This design comes from an exercise in tuning for small area on the open sky130 flow, not from production work. In this exercise RTL edits were held to simulation tests only and were not proved equivalent to the original. Power is estimated from default activity; no workload was simulated. No driver is modelled on the clock port, so clocking that relies on it looks cheaper here than on a real chip.

**design/flow/config.mk**
```make
export PLATFORM = sky130hd
export DESIGN_NAME = dec_stage_pipe
export DESIGN_NICKNAME = dec_stage_pipe
export VERILOG_FILES = /design/flow/design.v
export SDC_FILE = /design/flow/constraint.sdc
export NUM_CORES = 4
export LEC_CHECK = 0
export CAP_MARGIN = 20
export CORE_MARGIN = 2
export CORE_UTILIZATION = 40
export SLEW_MARGIN = 20
```
**design/flow/constraint.sdc**
```tcl
create_clock -name core_clock -period 5.0 [get_ports {clk_i}]
set_input_delay 1.0000 -clock core_clock [delete_from_list [all_inputs] [get_ports {clk_i}]]
set_output_delay 1.0000 -clock core_clock [all_outputs]
set_load 0.01 [all_outputs]
```
**design/flow/design.v**
```verilog
package dec_pkg;
    localparam logic [5:0] OP_LUI  = 6'b111001;
    localparam logic [5:0] OP_ANDI = 6'b110010;
    localparam logic [5:0] OP_ORI  = 6'b110011;
    localparam logic [5:0] OP_B    = 6'b111111;
    localparam logic [5:0] OP_BEQ  = 6'b000000;
    localparam logic [5:0] OP_BNE  = 6'b000001;
    typedef enum logic [1:0] {
        IMM_SEXT     = 2'd0,
        IMM_ZEXT     = 2'd1,
        IMM_HI16     = 2'd2,
        IMM_SEXT_SH2 = 2'd3
    } imm_mode_e;
    function automatic imm_mode_e imm_mode_of(input logic [5:0] op);
        imm_mode_e mode;
        case (op)
            OP_LUI:                mode = IMM_HI16;
            OP_ANDI, OP_ORI:       mode = IMM_ZEXT;
            OP_B, OP_BEQ, OP_BNE:  mode = IMM_SEXT_SH2;
            default:               mode = IMM_SEXT;
        endcase
        imm_mode_of = mode;
    endfunction
endpackage
module regfile_bypass #(
    parameter int DATA_W  = 32,
    parameter int NREGS   = 32,
    parameter bit R0_ZERO = 1'b1,
    localparam int AW     = (NREGS > 1) ? $clog2(NREGS) : 1
) (
    input  logic              clk_i,
    input  logic              rst_ni,
    input  logic              wr_en_i,
    input  logic [AW-1:0]     wr_addr_i,
    input  logic [DATA_W-1:0] wr_data_i,
    input  logic [AW-1:0]     rd_addr_a_i,
    input  logic [AW-1:0]     rd_addr_b_i,
    output logic [DATA_W-1:0] rd_data_a_o,
    output logic [DATA_W-1:0] rd_data_b_o
);
    logic [DATA_W-1:0] mem_q [NREGS];
    logic [NREGS-1:0]  wr_sel, ok_q, sel_a, sel_b;
    always_comb begin
        for (int i = 0; i < NREGS; i++) begin
            wr_sel[i] = wr_en_i && (wr_addr_i == AW'(i)) && !(R0_ZERO && i == 0);
            sel_a[i]  = ok_q[i] && (rd_addr_a_i == AW'(i));
            sel_b[i]  = ok_q[i] && (rd_addr_b_i == AW'(i));
        end
    end
    always_ff @(posedge clk_i or negedge rst_ni) begin
        if (!rst_ni) ok_q <= '0;
        else         ok_q <= ok_q | wr_sel;
    end
    always_ff @(posedge clk_i) begin
        for (int i = 0; i < NREGS; i++)
            if (wr_sel[i]) mem_q[i] <= wr_data_i;
    end
    always_comb begin
        rd_data_a_o = '0;
        rd_data_b_o = '0;
        for (int i = 0; i < NREGS; i++) begin
            rd_data_a_o = rd_data_a_o | ({DATA_W{sel_a[i]}} & mem_q[i]);
            rd_data_b_o = rd_data_b_o | ({DATA_W{sel_b[i]}} & mem_q[i]);
        end
    end
endmodule
module dec_stage_pipe #(
    parameter int DATA_W  = 32,
    parameter int NREGS   = 32,
    parameter bit R0_ZERO = 1'b1,
    localparam int AW     = (NREGS > 1) ? $clog2(NREGS) : 1
) (
    input  logic                   clk_i,
    input  logic                   rst_ni,
    input  logic [31:0]            instr,
    input  logic                   in_valid,
    output logic                   in_ready,
    input  logic                   rf_b_sel,
    input  logic                   rf_wr_en,
    input  logic [AW-1:0]          rf_wr_addr,
    input  logic                   rf_wr_data_sel,
    input  logic [DATA_W-1:0]      alu_out,
    input  logic [DATA_W-1:0]      mem_out,
    output logic                   out_valid,
    input  logic                   out_ready,
    output logic [DATA_W-1:0]      rf_a,
    output logic [DATA_W-1:0]      rf_b,
    output logic [DATA_W-1:0]      immed,
    output logic [AW-1:0]          rd_q,
    output logic [5:0]             opcode_q
);
    logic [DATA_W-1:0] wr_data;
    logic              valid_q, ready;
    logic [AW-1:0]     rs_q, rd_q_r, src_b;
    logic [15:0]       imm_q;
    logic              bsel_q;
    logic [5:0]        op_q;
    assign wr_data = rf_wr_data_sel ? mem_out : alu_out;
    assign ready   = ~valid_q | out_ready;
    always_ff @(posedge clk_i or negedge rst_ni) begin
        if (!rst_ni)                valid_q <= 1'b0;
        else if (in_valid & ready)  valid_q <= 1'b1;
        else if (out_ready)         valid_q <= 1'b0;
    end
    always_ff @(posedge clk_i) begin
        if (ready) begin
            op_q   <= instr[31:26];
            rs_q   <= instr[25:21];
            rd_q_r <= instr[20:16];
            imm_q  <= instr[15:0];
            bsel_q <= rf_b_sel;
        end
    end
    assign src_b = bsel_q ? rd_q_r : imm_q[15:11];
    regfile_bypass #(
        .DATA_W  (DATA_W),
        .NREGS   (NREGS),
        .R0_ZERO (R0_ZERO)
    ) u_rf (
        .clk_i       (clk_i),
        .rst_ni      (rst_ni),
        .wr_en_i     (rf_wr_en),
        .wr_addr_i   (rf_wr_addr),
        .wr_data_i   (wr_data),
        .rd_addr_a_i (rs_q),
        .rd_addr_b_i (src_b),
        .rd_data_a_o (rf_a),
        .rd_data_b_o (rf_b)
    );
    always_comb begin
        case (op_q)
            dec_pkg::OP_LUI:                          immed = {imm_q, 16'd0};
            dec_pkg::OP_ANDI, dec_pkg::OP_ORI:        immed = {16'd0, imm_q};
            dec_pkg::OP_B, dec_pkg::OP_BEQ, dec_pkg::OP_BNE:
                                                      immed = {{14{imm_q[15]}}, imm_q, 2'b00};
            default:                                  immed = {{16{imm_q[15]}}, imm_q};
        endcase
    end
    assign in_ready  = ready;
    assign out_valid = valid_q;
    assign rd_q      = rd_q_r;
    assign opcode_q  = op_q;
endmodule
```
**design/flow/run.sh**
```bash
#!/bin/bash
# synth_recipe.tcl (not shown) runs the flow's synth.tcl, then flattens the netlist and writes it again
# the make line also repeats each setting of config.mk as NAME=value (left out here)
make -C /OpenROAD-flow-scripts/flow DESIGN_CONFIG=/design/flow/config.mk WORK_HOME=/design/flow/orfs CLKGATE_MAP_FILE= SYNTH_SCRIPT=/design/flow/synth_recipe.tcl finish
```
==> results.py, run 1 <==
metrics = {
    "synthesis": {
        "synth_area_sq_mm": 0.04539,
        "synth_cells": 2970,
        "synth_area_per_cell_sq_um": 15.28,
        "synth_warnings": 3,
        "synth.distinct_cells": 57,
        "syn-num-nets": 3078,
        "synth_top_flop_cell": "edfxtp_1",
        "synth_edf_count": 1025,
        "synth_seq_cells": 1057,
        "seq_area_frac_synth_pct": 69.58,
        "async_flop_share_pct": 3.027,
    },
    "worst_hold_path": {
        "hold_path_class": "flip-flop to flip-flop",
        "min_from": "u_rf.ok_q[21]",
        "hold_path_end": "u_rf.ok_q[21]",
        "min_path_cells": 2,
    },
    "clock_network": {
        "worstSkewPairLatency_ps": 720,
        "root_buffer": "clkbuf_16",
        "cts_max_level": 3,
        "path_clk_slew_ps": 60,
        "clkSinkCount": 1057,
        "clockBufferDepth": 3,
        "tritoncts": "built",
        "cts_buffers": 108,
    },
    "finish": {
        "post-route-util_pct": 48.63,
        "multi_input_area_sq_mm": 0.01301,
        "drive_gt1_share_pct": 16.86,
        "nets": 3368,
        "seqCellArea_sq_mm": 0.03158,
        "fill_cells": 9420,
        "area.growth.synth_to_final_pct": 20.54,
        "design_area_sq_mm": 0.05471,
    },
    "sta": {
        "finalCriticalPeriod_ps": 5044,
        "finalCritPeriodShare_pct": 100.9,
        "slew_violations": 0,
        "layout_setup_ws_ps": -44.31,
        "max_freq_mhz": 198.2,
        "setup_viol": 3,
        "setup_tns_ps": -64.25,
        "fin_worst_skew_ps": 22.16,
        "slew_headroom_pct": 23.04,
        "finalHoldViolCount": 0,
        "worst_pin_slew_ps": 1154,
    },
    "drt": {
        "drtIter0Drc": 9665,
        "vias_per_cell": 7.709,
        "wl_per_cell_microns": 45.20,
        "drt-pass1-iter-count": 10,
        "drc": 0,
        "wl_microns": 219500,
        "drtAntennaViolNets": 0,
        "num_vias": 37440,
    },
    "critical_path": {
        "slowest_stage": "and4b_4",
        "cp-start-kind": "flip-flop",
        "required_ps": 4000,
        "path_cells": "nor2_1, and4b_4, buf_4, a221oi_1, nand3_1, or4_1, clkdlybuf4s50_1",
        "rrSetupSlack_ps": 3740,
        "worstReg2RegStart": "valid_q",
        "crit_family": "simple AND/OR/NAND/NOR gates",
        "crit_path_end_kind": "output port",
        "slowest_delay_ps": 920,
        "crit_path_start": "rs_q[1]",
        "crit_type": "flip-flop to output port",
        "worst-path-max-fanout": 20,
        "arrival_ps": 4040,
        "reg2regPathDepth": 2,
        "reg2reg_to": "op_q[5]",
        "path_buf_inv": 2,
    },
    "job": {
        "drv_cap": 0,
    },
    "global_routing": {
        "grt_pass1_vias": 34500,
        "grt_max_degree": 35,
        "grt_pass1_wl_microns": 290000,
        "antenna_found_initial": 5,
        "grt_usage_pct": 36.37,
        "overflow": 0,
    },
    "floorplanning": {
        "die_h_microns": 340.9,
        "die_width_microns": 340.9,
        "rows": 123,
        "ioPinCount": 217,
        "die_area_sq_mm": 0.1162,
        "core_area_sq_mm": 0.1125,
        "start_util_pct": 40.35,
    },
    "pwr": {
        "power.density_mw_per_mm2": 371.1,
        "ir_drop_mv": 0.3170,
        "p_leak_nw": 18.24,
    },
    "status": {
        "status": "complete, but fails checks",
        "violations": "negative setup slack",
    },
    "place": {
        "place_area_sq_mm": 0.05066,
        "place.gp.congestion": 0.9820,
        "hpwl_microns": 118400,
        "io_buffer_count": 216,
        "dp_slack_ps": 497.8,
    },
}
## per-layer routing
layer	wire, microns	global-route usage (%)	share of wire, %	up-vias
met5	55	0.2451	0.025	-
met4	17290	21.96	7.9	8
met3	41730	16.81	19	1262
met2	86650	49.75	39	4723
met1	73810	46.81	34	18060
li1	-	-	-	13390
## registers in the layout, summed over array words and instances, names as in the netlist
| name | flops |
|---|---|
| u_rf.ok_q | 31 |
| op_q | 6 |
| u_rf.mem_q | 992 |
| bsel_q | 1 |
| rs_q | 5 |
| valid_q | 1 |
| imm_q | 16 |
| rd_q_r | 5 |
## cell families (layout without fill, tap and decap cells)
logic type / Yosys count / in the layout / share of synthesized area, %
compound gates: 1128 / 1128 / 20.44
buf+inv: 282 / 658 / 3.043
flops: 1057 / 1057 / 69.58
mux: 33 / 33 / 0.8160
other cells: 0 / 11 / 0
simple gates: 470 / 470 / 6.128
## what timing repair did
action,4_1_cts,5_1_grt
setup endpoints to repair,57,48
pin swaps,1,4
buffers inserted,6,22
gates cloned,0,2
gates resized for setup,27,28
hold buffers,0,0
## per-stage QoR
stage / instances / power (mW) / hold WS (ps)
final: 4857 / 20.31 / 527.0
after global routing: 4847 / 20.63 / 540.8
after CTS: 4822 / 20.12 / 511.3
after detailed placement: 4620 / 12.13 / 483.2
after global placement: 4619 / 12.13 / 486.3
after floorplan: 2970 / 11.02 / 447.5
## worst register-to-register path: stages (launching register included)
cell	delay, ps
dfrtp_1	380
nand2b_2	80
buf_4	400
## worst max path at each step
| stage | to | slack (ps) | depth (start not counted) |
|---|---|---|---|
| 5_1_grt | rf_a[26] | -20 | 8 |
| 2_1_floorplan | u_rf.mem_q[2][0] | 1690 | 3 |
| 3_5_place_dp | rf_b[24] | 500 | 9 |
| 3_3_place_gp | rf_b[24] | 500 | 9 |
| 4_1_cts | rf_b[22] | 8 | 10 |
| 6_report | rf_a[5] | -40 | 7 |
## cell type report
type | instances | share of cell area, %
inverter | 25 | 0.1715
multi-input combinational | 1631 | 23.78
clock inverter | 74 | 1.230
clock buffer | 122 | 5.153
tap | 1500 | 3.430
sequential | 1057 | 57.72
timing repair buffer | 437 | 8.462
antenna | 11 | 0.05031
## layout by cell type, fill, tap and decap left out, types with 33 or more instances in the layout
cell type / n
or4_1: 53
clkbuf_16: 113
edfxtp_1: 1025
a222oi_1: 33
nand2_1: 71
clkdlybuf4s50_1: 214
nand4_1: 58
buf_12: 57
a22oi_1: 518
a221oi_1: 175
buf_4: 155
a22o_1: 218
o21ai_0: 69
nand3_1: 140
## power by group
part	internal [mW]	switching (mW)
clock	4.60	3.57
sequential	9.93	0.108
combinational	0.774	1.32
## Yosys cell counts, types with 6 or more instances
cell type	instances	area, sq um
and2_1	8	50.05
dfrtp_1	32	800.8
a22oi_1	518	3889
nand4_1	58	362.9
and3_1	30	187.7
nor2_1	37	138.9
a221oi_4	19	499.2
a21oi_1	28	140.1
buf_1	18	67.56
a22o_1	218	1909
o22ai_1	31	193.9
or2_2	8	50.05
a221oi_2	21	315.3
or4_1	62	465.5
buf_6	19	214.0
nand2_1	71	266.5
buf_2	68	340.3
edfxtp_1	1025	30780
a222oi_1	33	330.3
inv_1	25	93.84
buf_4	21	157.7
nand3_1	140	700.7
mux2_2	32	360.4
o21ai_0	69	345.3
nor2b_1	7	43.79
a21boi_1	6	45.04
clkbuf_1	130	488.0
a221oi_1	177	1550
==> run 2, diff against run 1 <==
--- a/design/flow/design.v
+++ b/design/flow/design.v
@@ -39,28 +39,104 @@
     output logic [DATA_W-1:0] rd_data_b_o
 );
-    logic [DATA_W-1:0] mem_q [NREGS];
-    logic [NREGS-1:0]  wr_sel, ok_q, sel_a, sel_b;
-    always_comb begin
-        for (int i = 0; i < NREGS; i++) begin
-            wr_sel[i] = wr_en_i && (wr_addr_i == AW'(i)) && !(R0_ZERO && i == 0);
-            sel_a[i]  = ok_q[i] && (rd_addr_a_i == AW'(i));
-            sel_b[i]  = ok_q[i] && (rd_addr_b_i == AW'(i));
-        end
+    logic [32*32-1:0]  q;
+    logic [31:0]       we, keep;
+    rf_wr_ctrl u_ctrl (
+        .clk_i     (clk_i),
+        .rst_ni    (rst_ni),
+        .wr_en_i   (wr_en_i),
+        .wr_addr_i (wr_addr_i),
+        .we_o      (we),
+        .keep_o    (keep)
+    );
+    assign q[31:0] = '0;
+    for (genvar i = 1; i < 32; i++) begin : g_row
+        rf_row u_row (
+            .clk_i  (clk_i),
+            .we_i   (we[i]),
+            .keep_i (keep[i]),
+            .d_i    (wr_data_i),
+            .q_o    (q[32*i +: 32])
+        );
+    end
+    rf_read_port u_rd_a (.addr_i(rd_addr_a_i), .q_i(q), .data_o(rd_data_a_o));
+    rf_read_port u_rd_b (.addr_i(rd_addr_b_i), .q_i(q), .data_o(rd_data_b_o));
+endmodule
+module rf_wr_ctrl (
+    input  logic        clk_i,
+    input  logic        rst_ni,
+    input  logic        wr_en_i,
+    input  logic [4:0]  wr_addr_i,
+    output logic [31:0] we_o,
+    output logic [31:0] keep_o
+);
+    logic [31:0] ok_q;
+    always_comb begin
+        for (int i = 0; i < 32; i++)
+            we_o[i] = wr_en_i && (wr_addr_i == 5'(i)) && (i != 0);
     end
     always_ff @(posedge clk_i or negedge rst_ni) begin
         if (!rst_ni) ok_q <= '0;
-        else         ok_q <= ok_q | wr_sel;
-    end
-    always_ff @(posedge clk_i) begin
-        for (int i = 0; i < NREGS; i++)
-            if (wr_sel[i]) mem_q[i] <= wr_data_i;
-    end
-    always_comb begin
-        rd_data_a_o = '0;
-        rd_data_b_o = '0;
-        for (int i = 0; i < NREGS; i++) begin
-            rd_data_a_o = rd_data_a_o | ({DATA_W{sel_a[i]}} & mem_q[i]);
-            rd_data_b_o = rd_data_b_o | ({DATA_W{sel_b[i]}} & mem_q[i]);
-        end
+        else         ok_q <= ok_q | we_o;
+    end
+    assign keep_o = ok_q & ~we_o;
+endmodule
+module rf_row (
+    input  logic        clk_i,
+    input  logic        we_i,
+    input  logic        keep_i,
+    input  logic [31:0] d_i,
+    output logic [31:0] q_o
+);
+    always_ff @(posedge clk_i)
+        q_o <= ({32{we_i}} & d_i) | ({32{keep_i}} & q_o);
+endmodule
+module rf_read_port (
+    input  logic [4:0]  addr_i,
+    input  logic [32*32-1:0] q_i,
+    output logic [31:0] data_o
+);
+    logic [31:0] sel;
+    logic [11*32-1:0] t;
+    rf_dec5 u_dec (.addr_i(addr_i), .sel_o(sel));
+    for (genvar g = 0; g < 10; g++) begin : g_grp
+        rf_aoi3 u_aoi (
+            .s0_i (sel[3*g+1]), .s1_i (sel[3*g+2]), .s2_i (sel[3*g+3]),
+            .d0_i (q_i[32*(3*g+1) +: 32]), .d1_i (q_i[32*(3*g+2) +: 32]),
+            .d2_i (q_i[32*(3*g+3) +: 32]),
+            .y_o  (t[32*g +: 32])
+        );
+    end
+    rf_nand1 u_last (.s_i(sel[31]), .d_i(q_i[32*31 +: 32]), .y_o(t[32*10 +: 32]));
+    rf_or11n u_or (.t_i(t), .y_o(data_o));
+endmodule
+module rf_dec5 (
+    input  logic [4:0]  addr_i,
+    output logic [31:0] sel_o
+);
+    always_comb begin
+        for (int i = 0; i < 32; i++) sel_o[i] = (addr_i == 5'(i));
+    end
+endmodule
+module rf_aoi3 (
+    input  logic        s0_i, s1_i, s2_i,
+    input  logic [31:0] d0_i, d1_i, d2_i,
+    output logic [31:0] y_o
+);
+    assign y_o = ~(({32{s0_i}} & d0_i) | ({32{s1_i}} & d1_i) | ({32{s2_i}} & d2_i));
+endmodule
+module rf_nand1 (
+    input  logic        s_i,
+    input  logic [31:0] d_i,
+    output logic [31:0] y_o
+);
+    assign y_o = ~({32{s_i}} & d_i);
+endmodule
+module rf_or11n (
+    input  logic [11*32-1:0] t_i,
+    output logic [31:0] y_o
+);
+    always_comb begin
+        y_o = '0;
+        for (int i = 0; i < 11; i++) y_o = y_o | ~t_i[32*i +: 32];
     end
 endmodule
@@ -90,10 +166,9 @@
     output logic [5:0]             opcode_q
 );
-    logic [DATA_W-1:0] wr_data;
-    logic              valid_q, ready;
-    logic [AW-1:0]     rs_q, rd_q_r, src_b;
-    logic [15:0]       imm_q;
-    logic              bsel_q;
-    logic [5:0]        op_q;
+    logic [DATA_W-1:0]       wr_data;
+    logic                    valid_q, ready;
+    logic [AW-1:0]           rs_q, rd_q_r, src_b_q;
+    logic [15:0]             imm_q;
+    logic [5:0]              op_q;
     assign wr_data = rf_wr_data_sel ? mem_out : alu_out;
     assign ready   = ~valid_q | out_ready;
@@ -109,8 +184,7 @@
             rd_q_r <= instr[20:16];
             imm_q  <= instr[15:0];
-            bsel_q <= rf_b_sel;
+            src_b_q <= rf_b_sel ? instr[20:16] : instr[15:11];
         end
     end
-    assign src_b = bsel_q ? rd_q_r : imm_q[15:11];
     regfile_bypass #(
         .DATA_W  (DATA_W),
@@ -124,5 +198,5 @@
         .wr_data_i   (wr_data),
         .rd_addr_a_i (rs_q),
-        .rd_addr_b_i (src_b),
+        .rd_addr_b_i (src_b_q),
         .rd_data_a_o (rf_a),
         .rd_data_b_o (rf_b)
--- a/design/flow/config.mk
+++ b/design/flow/config.mk
@@ -9,3 +9,5 @@
 export CORE_MARGIN = 2
 export CORE_UTILIZATION = 40
+export SETUP_SLACK_MARGIN = 0.15
 export SLEW_MARGIN = 20
+export SYNTH_HIERARCHICAL = 1
==> results.py, run 2 <==
metrics = {
    "status": {
        "status": "no timing/DRC/antenna violations",
    },
    "sta": {
        "finalHoldViolCount": 0,
        "max_freq_mhz": 202.3,
        "setup_viol": 0,
        "fin_worst_skew_ps": 41.90,
        "worst_pin_slew_ps": 1293,
        "setup_tns_ps": 0,
        "finalCritPeriodShare_pct": 98.88,
        "holdWs_ps": 475.8,
        "finalCriticalPeriod_ps": 4944,
        "grt_setup_unrepaired": "true",
        "slew_headroom_pct": 13.77,
        "slew_violations": 0,
    },
    "global_routing": {
        "grt_pass1_wl_microns": 284200,
        "grt_usage_pct": 34.35,
        "grt_max_degree": 39,
        "antenna_found_initial": 13,
        "grt_pass1_vias": 38120,
        "overflow": 0,
    },
    "drt": {
        "drt-pass1-iter-count": 14,
        "drtIter0Drc": 12070,
        "wl_per_cell_microns": 37.74,
        "topRoutingLayerUsed": "met5",
        "drc": 0,
        "wl_met1_microns": 75920,
        "wl_microns": 208000,
        "vias_per_cell": 7.569,
        "met2_wirelength_microns": 83170,
        "dr_wl_met3_microns": 34170,
        "num_vias": 41720,
        "drtAntennaViolNets": 0,
    },
    "critical_path": {
        "worst-path-max-fanout": 13,
        "arrival_ps": 3940,
        "crit_type": "flip-flop to output port",
        "crit_path_end_kind": "output port",
        "rrSetupSlack_ps": 3130,
        "crit_path_start": "rs_q[3]",
        "endpoint": "rf_a[1]",
        "reg2regPathDepth": 3,
        "worstReg2RegStart": "u_rf.u_ctrl.ok_q[19]",
        "required_ps": 4000,
        "slowest_stage": "nor2_4",
        "cp-start-kind": "flip-flop",
        "path_cells": "or3b_4, nor2_4, a222oi_1, nand3_1, or3_1, clkdlybuf4s50_1",
        "slowest_delay_ps": 710,
        "reg2reg_to": "u_rf.g_row[19].u_row.q_o[6]",
    },
    "clock_network": {
        "tritoncts": "built",
        "cts_buffers": 109,
        "clockBufferDepth": 3,
        "cts_max_level": 3,
        "root_buffer": "clkbuf_16",
        "worstSkewPairLatency_ps": 740,
        "clkSinkCount": 1061,
        "path_clk_slew_ps": 60,
        "hold_buffers": 0,
    },
    "synthesis": {
        "synth_area_sq_mm": 0.04459,
        "synth_warnings": 11,
        "syn-num-nets": 3816,
        "synth_area_per_cell_sq_um": 12.02,
        "synth_cells": 3708,
    },
    "floorplanning": {
        "core_area_sq_mm": 0.1107,
        "die_area_sq_mm": 0.1142,
        "die_width_microns": 337.9,
        "ioPinCount": 217,
        "die_h_microns": 337.9,
        "start_util_pct": 40.29,
        "rows": 122,
    },
    "finish": {
        "largest_registers": "u_rf.g_row.u_row.q_o x992, u_rf.u_ctrl.ok_q x31, imm_q x16",
        "largest_reg_flops": 992,
        "drive_gt1_share_pct": 17.96,
        "layout_common_cells": "dfxtp_1, a22o_1, a222oi_1",
        "area.growth.synth_to_final_pct": 16.79,
        "post-route-util_pct": 47.06,
        "max_flop_register": "u_rf.g_row.u_row.q_o",
        "final_common_cell": "dfxtp_1",
        "nets": 4034,
    },
    "pwr": {
        "ir_drop_mv": 0.3147,
        "power.density_mw_per_mm2": 382.5,
        "p_leak_nw": 18.96,
        "total_power_mw": 19.92,
    },
    "worst_hold_path": {
        "hold_path_class": "flip-flop to flip-flop",
    },
    "job": {
        "drv_cap": 0,
    },
    "place": {
        "io_buffer_count": 216,
        "hpwl_microns": 118600,
        "place.gp.congestion": 0.9230,
    },
}
-- run 2: power by group --
part           leakage [nW]  switching, mW  internal [mW]  total, mW
registers              8.75          0.191           8.75       8.94
logic                  8.40           1.93          0.584       2.52
clock network          1.81           3.65           4.81       8.46
-- run 2: layout make-up --
type / count / area, sq um
fill: 9910 / 58590
sequential: 1061 / 21770
multi-input combinational: 2264 / 19990
timing repair buffer: 488 / 4768
clock buffer: 160 / 3161
tap: 1488 / 1862
clock inverter: 46 / 511.7
inverter: 2 / 7.507
antenna: 3 / 7.507
-- run 2: worst min path at each step --
stage	end	cells after the start	startpoint	slack, ps
2_1_floorplan	u_rf.u_ctrl.ok_q[10]	1	u_rf.u_ctrl.ok_q[10]	440
6_report	u_rf.u_ctrl.ok_q[17]	1	u_rf.u_ctrl.ok_q[17]	480
3_5_place_dp	u_rf.u_ctrl.ok_q[23]	1	u_rf.u_ctrl.ok_q[23]	460
4_1_cts	u_rf.u_ctrl.ok_q[26]	1	u_rf.u_ctrl.ok_q[26]	480
5_1_grt	u_rf.u_ctrl.ok_q[21]	1	u_rf.u_ctrl.ok_q[21]	490
3_3_place_gp	u_rf.u_ctrl.ok_q[3]	1	u_rf.u_ctrl.ok_q[3]	460
-- run 2: stage by stage --
step	cell area [sq um]	std cells	setup slack, ps
after floorplan	44590	3708	1980
after global placement	46780	5171	660.8
after detailed placement	46850	5174	623.5
after CTS	51320	5446	143.9
after global routing	52070	5509	79.16
final	52080	5512	55.82
-- run 2: critical path: cells and delay by family, from the launching register on --
kind                   cells  cell delay (ps)
flip-flops                 1              540
AO/OA/AOI/OAI              1              180
buffers and inverters      1              560
AND/OR/NAND/NOR            4             1930
-- run 2: timing repair --
action	CTS	global route
buffers inserted	43	61
gates cloned	23	2
setup endpoints to repair	64	64
gates resized for setup	32	29
pin swaps	39	48
-- run 2: per-layer routing --
| metal | vias up | global-route usage, % |
|---|---|---|
| met3 | 855 | 13.39 |
| met2 | 4124 | 47.25 |
| met5 | - | 0 |
| met1 | 20150 | 44.39 |
| met4 | 14 | 22.23 |
| li1 | 16570 | - |
==> run 3, diff against run 2 <==
==> design/flow/flow/run.sh (new file) <==
#!/bin/bash
# Layout flow: the standard ORFS flow (standard.sh, unchanged synthesis)
# with two layout changes:
#  - the port buffers that global placement inserts are
#    sky130_fd_sc_hd__buf_1 cells rather than the default delay buffer;
#  - clock tree synthesis runs without dummy loads (same arguments as the
#    standard cts.tcl otherwise).
# The make output goes to flow_make.log; ORFS writes each step's own log
# under orfs/logs/.
set -euo pipefail
bash standard.sh \
  "BUFFER_PORTS_ARGS=-buffer_cell sky130_fd_sc_hd__buf_1" \
  "CTS_ARGS=-sink_clustering_enable -repair_clock_nets -dont_use_dummy_load" \
  finish > flow_make.log 2>&1
==> design/flow/standard.sh (new file) <==
#!/bin/bash
# synth_recipe.tcl (not shown) runs the flow's synth.tcl, then flattens the netlist and writes it again
# the make line also repeats each setting of config.mk as NAME=value (left out here)
make -C /OpenROAD-flow-scripts/flow DESIGN_CONFIG=/design/flow/config.mk WORK_HOME=/design/flow/orfs CLKGATE_MAP_FILE= SYNTH_SCRIPT=/design/flow/synth_recipe.tcl "${@:-finish}"
removed: design/flow/run.sh
==> results.py, run 3 <==
metrics = {
    "clock_network": {
        "cts_buffers": 110,
        "clkSinkCount": 1061,
        "cts_max_level": 3,
        "worstSkewPairLatency_ps": 710,
        "clockBufferDepth": 3,
        "tritoncts": "built",
        "root_buffer": "clkbuf_16",
        "hold_buffers": 0,
        "path_clk_slew_ps": 60,
    },
    "status": {
        "status": "no timing/DRC/antenna violations",
    },
    "finish": {
        "nets": 3888,
        "max_flop_register": "u_rf.g_row.u_row.q_o",
        "area.growth.synth_to_final_pct": 7.700,
        "drive_gt1_share_pct": 12.78,
        "final_cells": 5269,
        "largest_reg_flops": 992,
        "post-route-util_pct": 43.39,
        "final_common_cell": "dfxtp_1",
        "layout_common_cells": "dfxtp_1, a22o_1, a222oi_1",
        "largest_registers": "u_rf.g_row.u_row.q_o x992, u_rf.u_ctrl.ok_q x31, imm_q x16",
    },
    "critical_path": {
        "reg2reg_to": "u_rf.g_row[20].u_row.q_o[2]",
        "crit_path_end_kind": "output port",
        "arrival_ps": 3820,
        "worstReg2RegStart": "u_rf.u_ctrl.ok_q[20]",
        "path_cells": "or3_1, nor2_4, a222oi_1, nand4_1, or3_1, buf_1",
        "crit_top_cell": "or3_1",
        "required_ps": 4000,
        "reg2regPathDepth": 3,
        "cp-start-kind": "flip-flop",
        "crit_type": "flip-flop to output port",
        "rrSetupSlack_ps": 3170,
        "slowest_stage": "nor2_4",
        "worst-path-max-fanout": 32,
        "slowest_delay_ps": 1000,
    },
    "sta": {
        "finalHoldViolCount": 0,
        "slew_headroom_pct": 16.82,
        "grt_setup_unrepaired": "false",
        "finalCritPeriodShare_pct": 96.47,
        "setup_viol": 0,
        "setup_tns_ps": 0,
        "max_freq_mhz": 207.3,
        "fin_worst_skew_ps": 55.80,
        "slew_violations": 0,
        "finalCriticalPeriod_ps": 4823,
        "worst_pin_slew_ps": 1245,
        "holdWs_ps": 454.9,
        "layout_setup_ws_ps": 176.7,
    },
    "place": {
        "place.gp.congestion": 0.8988,
        "dp_slack_ps": 940.0,
        "io_buffer_count": 216,
        "hpwl_microns": 119700,
        "placed_cells_incl_taps": 5154,
    },
    "drt": {
        "drtAntennaViolNets": 0,
        "drc": 0,
        "drtIter0Drc": 9884,
        "num_vias": 40070,
        "wl_per_cell_microns": 36.70,
        "drt-pass1-iter-count": 15,
        "vias_per_cell": 7.604,
        "wl_microns": 193400,
    },
    "global_routing": {
        "antenna_found_initial": 20,
        "overflow": 0,
        "grt_max_degree": 40,
        "grt_pass1_vias": 37080,
        "grt_usage_pct": 32.40,
        "grt_pass1_wl_microns": 271100,
    },
    "synthesis": {
        "synth_warnings": 11,
        "syn-num-nets": 3816,
        "synth_cells": 3708,
        "synth_area_per_cell_sq_um": 12.02,
        "synth_area_sq_mm": 0.04459,
    },
    "floorplanning": {
        "rows": 122,
        "die_h_microns": 337.9,
        "die_area_sq_mm": 0.1142,
        "die_width_microns": 337.9,
        "core_area_sq_mm": 0.1107,
        "start_util_pct": 40.29,
        "ioPinCount": 217,
    },
    "pwr": {
        "ir_drop_mv": 0.2962,
        "p_leak_nw": 17.08,
        "power.density_mw_per_mm2": 378.6,
    },
    "worst_hold_path": {
        "hold_path_class": "input pin to async pin",
    },
    "job": {
        "drv_cap": 0,
    },
}
run 3: report_power, final:
part / total, mW / internal (mW) / switching (mW)
Combinational: 2.17 / 0.382 / 1.79
Sequential: 8.95 / 8.76 / 0.188
Clock: 7.07 / 3.82 / 3.24
Total: 18.2 / 13.0 / 5.22
run 3: through the flow:
| stage | cell area, sq um | power, mW |
|---|---|---|
| CTS | 47950 | 18.09 |
| detailed placement | 45190 | 11.17 |
| global route | 48020 | 18.56 |
| global placement | 45190 | 11.16 |
| floorplan | 44590 | 10.45 |
| finish | 48020 | 18.18 |
run 3: repair_timing:
action                     CTS  global route
setup buffers                0             0
resized for setup            0             5
setup endpoints to repair    0             4
run 3: how the worst max path moves through the flow:
stage          startpoint        to  slack [ps]  depth (start not counted)
3_5_place_dp   src_b_q[2]  rf_b[23]         940                          7
3_3_place_gp      rs_q[2]  rf_a[23]         950                          7
2_1_floorplan   out_ready  in_ready        1980                          1
5_1_grt        src_b_q[1]  rf_b[13]         160                          6
4_1_cts           rs_q[4]  rf_a[23]         230                          7
6_report       src_b_q[3]  rf_b[23]         180                          6
run 3: critical path: cells and delay by family (launching register included):
family | cells | cell delay, ps
and+or+nand+nor | 4 | 2160
DFF | 1 | 480
buffers and inverters | 1 | 180
AOI/OAI and AO/OA | 1 | 320
run 3: layout make-up:
| cell class | instances | area (sq um) |
|---|---|---|
| multi-input cells | 2239 | 19590 |
| well taps | 1488 | 1862 |
| flip-flops and latches | 1061 | 21770 |
| repair buffers | 366 | 2029 |
| clock buffers | 110 | 2753 |
| diodes | 3 | 7.507 |
| fillers | 10220 | 62650 |
| inverters | 2 | 7.507 |
run 3: layer usage:
layer,part of all wire [%],track usage [%]
met3,15,11.14
met4,6.4,18.17
met5,0.083,0.04255
met1,38,42.06
met2,41,46.82
==> run 4, diff against run 3 <==
==> design/flow/flow/run.sh (replaced) <==
#!/bin/bash
# Layout flow: the standard ORFS flow (standard.sh, unchanged synthesis)
# with two layout changes:
#  - the port buffers that global placement inserts are
#    sky130_fd_sc_hd__buf_1 cells rather than the default delay buffer;
#  - clock tree synthesis runs without dummy loads and with larger sink
#    clusters (up to 30 sinks, 100 um across), so fewer leaf buffers
#    (same arguments as the standard cts.tcl otherwise).
# The make output goes to flow_make.log; ORFS writes each step's own log
# under orfs/logs/.
set -euo pipefail
bash standard.sh \
  "BUFFER_PORTS_ARGS=-buffer_cell sky130_fd_sc_hd__buf_1" \
  "CTS_ARGS=-sink_clustering_enable -repair_clock_nets -dont_use_dummy_load -sink_clustering_size 30 -sink_clustering_max_diameter 100" \
  finish > flow_make.log 2>&1
==> results.py, run 4 <==
metrics = {
    "clock_network": {
        "cts_buffers": 42,
        "hold_buffers": 0,
        "root_buffer": "clkbuf_16",
        "clkSinkCount": 1061,
        "tritoncts": "built",
        "cts_resized": 0,
        "clockBufferDepth": 3,
        "cts_max_level": 2,
        "worstSkewPairLatency_ps": 680,
        "post-cts-setup-buffers": 0,
        "path_clk_slew_ps": 120,
    },
    "floorplanning": {
        "ioPinCount": 217,
        "start_util_pct": 40.29,
        "core_area_sq_mm": 0.1107,
        "rows": 122,
        "die_width_microns": 337.9,
        "die_h_microns": 337.9,
        "die_area_sq_mm": 0.1142,
    },
    "sta": {
        "worst_pin_slew_ps": 1264,
        "grt_setup_unrepaired": "false",
        "setup_viol": 0,
        "layout_setup_ws_ps": 186.7,
        "finalCriticalPeriod_ps": 4813,
        "max_freq_mhz": 207.8,
        "finalCritPeriodShare_pct": 96.27,
        "setup_tns_ps": 0,
        "fin_worst_skew_ps": 58.60,
        "slew_violations": 0,
        "slew_headroom_pct": 15.54,
        "holdWs_ps": 435.3,
        "finalHoldViolCount": 0,
    },
    "critical_path": {
        "reg2regPathDepth": 3,
        "rrSetupSlack_ps": 3160,
        "worstReg2RegStart": "u_rf.u_ctrl.ok_q[20]",
        "cp-start-kind": "flip-flop",
        "worst-path-max-fanout": 32,
        "required_ps": 4000,
        "reg2reg_to": "u_rf.g_row[20].u_row.q_o[13]",
        "crit_path_end_kind": "output port",
        "arrival_ps": 3810,
        "crit_type": "flip-flop to output port",
    },
    "synthesis": {
        "synth_area_sq_mm": 0.04459,
        "synth_cells": 3708,
        "synth_warnings": 11,
        "synth_area_per_cell_sq_um": 12.02,
        "syn-num-nets": 3816,
    },
    "status": {
        "status": "no timing/DRC/antenna violations",
    },
    "finish": {
        "largest_registers": "u_rf.g_row.u_row.q_o x992, u_rf.u_ctrl.ok_q x31, imm_q x16",
        "max_flop_register": "u_rf.g_row.u_row.q_o",
        "post-route-util_pct": 41.86,
        "drive_gt1_share_pct": 11.19,
        "layout_common_cells": "dfxtp_1, a22o_1, a222oi_1",
        "final_common_cell": "dfxtp_1",
        "fill_cells": 10370,
        "largest_reg_flops": 992,
        "nets": 3820,
        "area.growth.synth_to_final_pct": 3.895,
    },
    "global_routing": {
        "grt_pass1_vias": 36290,
        "overflow": 0,
        "grt_pass1_wl_microns": 267900,
        "grt_usage_pct": 32.01,
        "antenna_found_initial": 19,
        "grt_max_degree": 40,
    },
    "drt": {
        "drtAntennaViolNets": 0,
        "wl_per_cell_microns": 36.80,
        "vias_per_cell": 7.583,
        "drtIter0Drc": 9719,
        "drt-pass1-iter-count": 11,
        "wl_microns": 191400,
        "num_vias": 39460,
        "drc": 0,
    },
    "pwr": {
        "total_power_mw": 15.36,
        "p_leak_nw": 16.24,
        "ir_drop_mv": 0.2386,
        "power.density_mw_per_mm2": 331.5,
    },
    "job": {
        "drv_cap": 0,
    },
    "place": {
        "dp_slack_ps": 940.0,
        "place.gp.congestion": 0.8988,
        "io_buffer_count": 216,
        "hpwl_microns": 119700,
    },
    "worst_hold_path": {
        "hold_path_class": "input pin to async pin",
    },
}
## run 4: through the flow
stage          std cells  cell area [sq um]
2_1_floorplan       3708              44590
3_3_place_gp        5154              45190
3_5_place_dp        5154              45190
4_1_cts             5196              46240
5_1_grt             5199              46310
6_report            5203              46320
## run 4: how the worst max path moves through the flow
stage               start        to  slack, ps  depth (start not counted)
2_1_floorplan   out_ready  in_ready       1980                          1
3_3_place_gp      rs_q[2]  rf_a[23]        950                          7
3_5_place_dp   src_b_q[2]  rf_b[23]        940                          7
4_1_cts           rs_q[2]  rf_a[23]        220                          7
5_1_grt        src_b_q[1]  rf_b[13]        150                          6
6_report          rs_q[4]  rf_a[23]        190                          6
## run 4: cell type report
type,instances,area (sq um),area share [%]
Tap cell,1488,1862,4.019
Sequential cell,1061,21770,47.00
Inverter,2,7.507,0.01621
Multi-Input combinational cell,2239,19590,42.29
Antenna cell,5,12.51,0.02701
Timing Repair Buffer,366,2029,4.381
Clock buffer,42,1051,2.269
## run 4: routing by layer
| metal | vias up | global-route usage (%) | wire [microns] |
|---|---|---|---|
| met5 | - | 0.2128 | 115 |
| met4 | 20 | 17.06 | 11840 |
| met3 | 680 | 11.10 | 27770 |
| met2 | 3413 | 46.32 | 79400 |
| met1 | 19350 | 41.75 | 72330 |
| li1 | 15990 | - | - |
## run 4: power breakdown
| group | switching (mW) | internal [mW] |
|---|---|---|
| Combinational | 1.78 | 0.382 |
| Sequential | 0.188 | 8.75 |
| Clock | 2.73 | 1.53 |
## run 4: worst max-delay path, stage by stage, from the launching register on
cell and delay (ps):
edfxtp_1 450, nand2b_1 530, nor2_4 1040, a222oi_1 290, nand4_1 350, or3_1 240
buf_1 180
==> run 5, diff against run 4 <==
==> design/flow/flow/run.sh (replaced) <==
#!/bin/bash
# Layout flow: the standard ORFS flow (standard.sh, unchanged synthesis)
# with two layout changes:
#  - the port buffers that global placement inserts are
#    sky130_fd_sc_hd__buf_1 cells rather than the default delay buffer;
#  - clock tree synthesis runs without dummy loads and with larger sink
#    clusters (up to 25 sinks, 80 um across), so fewer leaf buffers
#    (same arguments as the standard cts.tcl otherwise).
# The make output goes to flow_make.log; ORFS writes each step's own log
# under orfs/logs/.
set -euo pipefail
bash standard.sh \
  "BUFFER_PORTS_ARGS=-buffer_cell sky130_fd_sc_hd__buf_1" \
  "CTS_ARGS=-sink_clustering_enable -repair_clock_nets -dont_use_dummy_load -sink_clustering_size 25 -sink_clustering_max_diameter 80" \
  finish > flow_make.log 2>&1
--- a/design/flow/config.mk
+++ b/design/flow/config.mk
@@ -6,8 +6,8 @@
 export NUM_CORES = 4
 export LEC_CHECK = 0
-export CAP_MARGIN = 20
+export CAP_MARGIN = 10
 export CORE_MARGIN = 2
 export CORE_UTILIZATION = 40
 export SETUP_SLACK_MARGIN = 0.15
-export SLEW_MARGIN = 20
+export SLEW_MARGIN = 10
 export SYNTH_HIERARCHICAL = 1
==> results.py, run 5 <==
metrics = {
    "clock_network": {
        "worstSkewPairLatency_ps": 710,
        "cts_buffers": 52,
        "cts_max_level": 2,
        "root_buffer": "clkbuf_16",
        "path_clk_slew_ps": 100,
        "tritoncts": "built",
        "post-cts-setup-buffers": 0,
        "clockBufferDepth": 3,
        "clkSinkCount": 1061,
    },
    "place": {
        "io_buffer_count": 216,
        "place.gp.congestion": 0.8988,
        "place_area_sq_mm": 0.04519,
        "hpwl_microns": 119700,
    },
    "finish": {
        "design_area_sq_mm": 0.04651,
        "drive_gt1_share_pct": 11.38,
        "final_common_cell": "dfxtp_1",
        "area.growth.synth_to_final_pct": 4.321,
        "max_flop_register": "u_rf.g_row.u_row.q_o",
        "largest_reg_flops": 992,
        "nets": 3828,
        "largest_registers": "u_rf.g_row.u_row.q_o x992, u_rf.u_ctrl.ok_q x31, imm_q x16",
        "layout_common_cells": "dfxtp_1, a22o_1, a222oi_1",
    },
    "drt": {
        "drt-pass1-iter-count": 15,
        "drtIter0Drc": 9940,
        "drc": 0,
        "drtAntennaViolNets": 0,
        "wl_per_cell_microns": 36.86,
        "vias_per_cell": 7.614,
        "wl_microns": 192000,
        "num_vias": 39660,
    },
    "critical_path": {
        "reg2regPathDepth": 3,
        "arrival_ps": 3900,
        "endpoint": "rf_b[21]",
        "reg2reg_to": "u_rf.g_row[20].u_row.q_o[13]",
        "crit_family": "simple AND/OR/NAND/NOR gates",
        "crit_path_start": "src_b_q[3]",
        "cp-start-kind": "flip-flop",
        "worstReg2RegStart": "u_rf.u_ctrl.ok_q[20]",
        "rrSetupSlack_ps": 3220,
        "slowest_delay_ps": 1140,
        "worst-path-max-fanout": 32,
        "crit_path_end_kind": "output port",
        "slowest_stage": "nor2_4",
        "critical_path_depth": 6,
        "required_ps": 4000,
        "crit_type": "flip-flop to output port",
        "path_cells": "nand3b_1, nor2_4, a222oi_1, nand4_1, or3_1, buf_1",
        "path_buf_inv": 1,
    },
    "pwr": {
        "switchingPower_mw": 4.805,
        "p_seq_share_pct": 56.6,
        "p_leak_nw": 16.34,
        "comb_power_share_pct": 13.7,
        "power_frac_clock_pct": 29.7,
        "ir_drop_mv": 0.2146,
        "power.density_mw_per_mm2": 339.4,
        "switching_share_pct": 30.44,
        "intPower_mw": 10.98,
    },
    "floorplanning": {
        "die_h_microns": 337.9,
        "rows": 122,
        "die_width_microns": 337.9,
        "ioPinCount": 217,
        "die_area_sq_mm": 0.1142,
        "start_util_pct": 40.29,
        "core_area_sq_mm": 0.1107,
    },
    "synthesis": {
        "syn-num-nets": 3816,
        "synth_cells": 3708,
        "synth_area_sq_mm": 0.04459,
        "synth_warnings": 11,
        "synth_area_per_cell_sq_um": 12.02,
    },
    "global_routing": {
        "grt_max_degree": 40,
        "grt_pass1_vias": 36460,
        "antenna_found_initial": 18,
        "overflow": 0,
        "grt_pass1_wl_microns": 268700,
        "grt_usage_pct": 32.11,
    },
    "sta": {
        "finalCritPeriodShare_pct": 98.02,
        "setup_viol": 0,
        "max_freq_mhz": 204.0,
        "fin_worst_skew_ps": 68.09,
        "setup_tns_ps": 0,
        "grt_setup_unrepaired": "true",
        "worst_pin_slew_ps": 1308,
        "finalHoldViolCount": 0,
        "slew_violations": 0,
        "slew_headroom_pct": 12.56,
        "finalCriticalPeriod_ps": 4901,
    },
    "status": {
        "status": "no timing/DRC/antenna violations",
    },
    "worst_hold_path": {
        "hold_path_class": "input pin to async pin",
    },
    "job": {
        "drv_cap": 0,
    },
}
run 5: per-stage QoR:
step / hold slack [ps] / cells / setup WS [ps] / utilization [%] / power, mW
floorplan: 443.7 / 3708 / 1980 / - / 10.45
global placement: 458.8 / 5154 / 951.5 / 40.84 / 11.16
detailed placement: 462.8 / 5154 / 940.0 / 40.84 / 11.17
CTS: 437.2 / 5206 / 200.9 / 42.01 / 15.69
global route: 493.9 / 5207 / 134.5 / 42.03 / 16.09
finish: 421.2 / 5209 / 99.02 / 42.03 / 15.79
run 5: layout make-up:
cell class | instances | area [sq um]
flip-flops and latches | 1061 | 21770
multi-input cells | 2239 | 19590
well taps | 1488 | 1862
clock buffers | 52 | 1301
repair buffers | 364 | 1974
inverters | 2 | 7.507
fillers | 10360 | 64150
diodes | 3 | 7.507
run 5: worst min-delay path by stage:
stage                           endpoint  depth (start not counted)
floorplan           u_rf.u_ctrl.ok_q[10]                          1
global placement    u_rf.u_ctrl.ok_q[13]                          1
detailed placement  u_rf.u_ctrl.ok_q[11]                          1
CTS                 u_rf.u_ctrl.ok_q[14]                          1
global route        u_rf.u_ctrl.ok_q[14]                          1
finish              u_rf.u_ctrl.ok_q[31]                          1
run 5: layer usage:
metal / wire (microns) / share of wire (%) / GRT usage, %
met5: 159 / 0.083 / 0.3404
met4: 12460 / 6.5 / 17.88
met3: 28710 / 15 / 11.02
met2: 78990 / 41 / 46.26
met1: 71700 / 37 / 41.81
run 5: power by group through the flow:
stage | logic [mW] | registers (mW) | clock network [mW]
2_1_floorplan | 1.38 | 9.07 | 0
3_3_place_gp | 2.05 | 9.11 | 0
3_5_place_dp | 2.05 | 9.11 | 0
4_1_cts | 2.06 | 8.92 | 4.71
5_1_grt | 2.17 | 8.96 | 4.97
6_report | 2.16 | 8.93 | 4.70
run 5: repair_timing:
item / 4_1_cts / 5_1_grt
setup endpoints to repair: 0 / 9
gates resized for setup: 0 / 5
hold buffers: 0 / 0

[what the ideal ports hide]
Ports are ideal in the flow. The routed layouts listed here were re-timed in OpenROAD. Step 1 sets driving cells, clkbuf_16 on the clock port and buf_2 on the other inputs (assumed; they add their load-dependent delay and slew). Step 2 also shifts input and output timing later by t, the mid clock arrival at the registers, as if the neighbouring blocks saw the same clock. Slacks: no drivers / after step 1 / after step 2; pairs: no drivers / after step 1.
run	shift t [ns]	slack for setup (ns)	pins driven straight from the clock port
run 1	0.786	-0.044 / -0.123 / 0.663	1
run 2	0.787	0.056 / -0.016 / 0.771	1
run 3	0.753	0.177 / 0.101 / 0.854	1
run 4	0.725	0.187 / 0.109 / 0.833	1
run 5	0.746	0.099 / 0.023 / 0.769	1
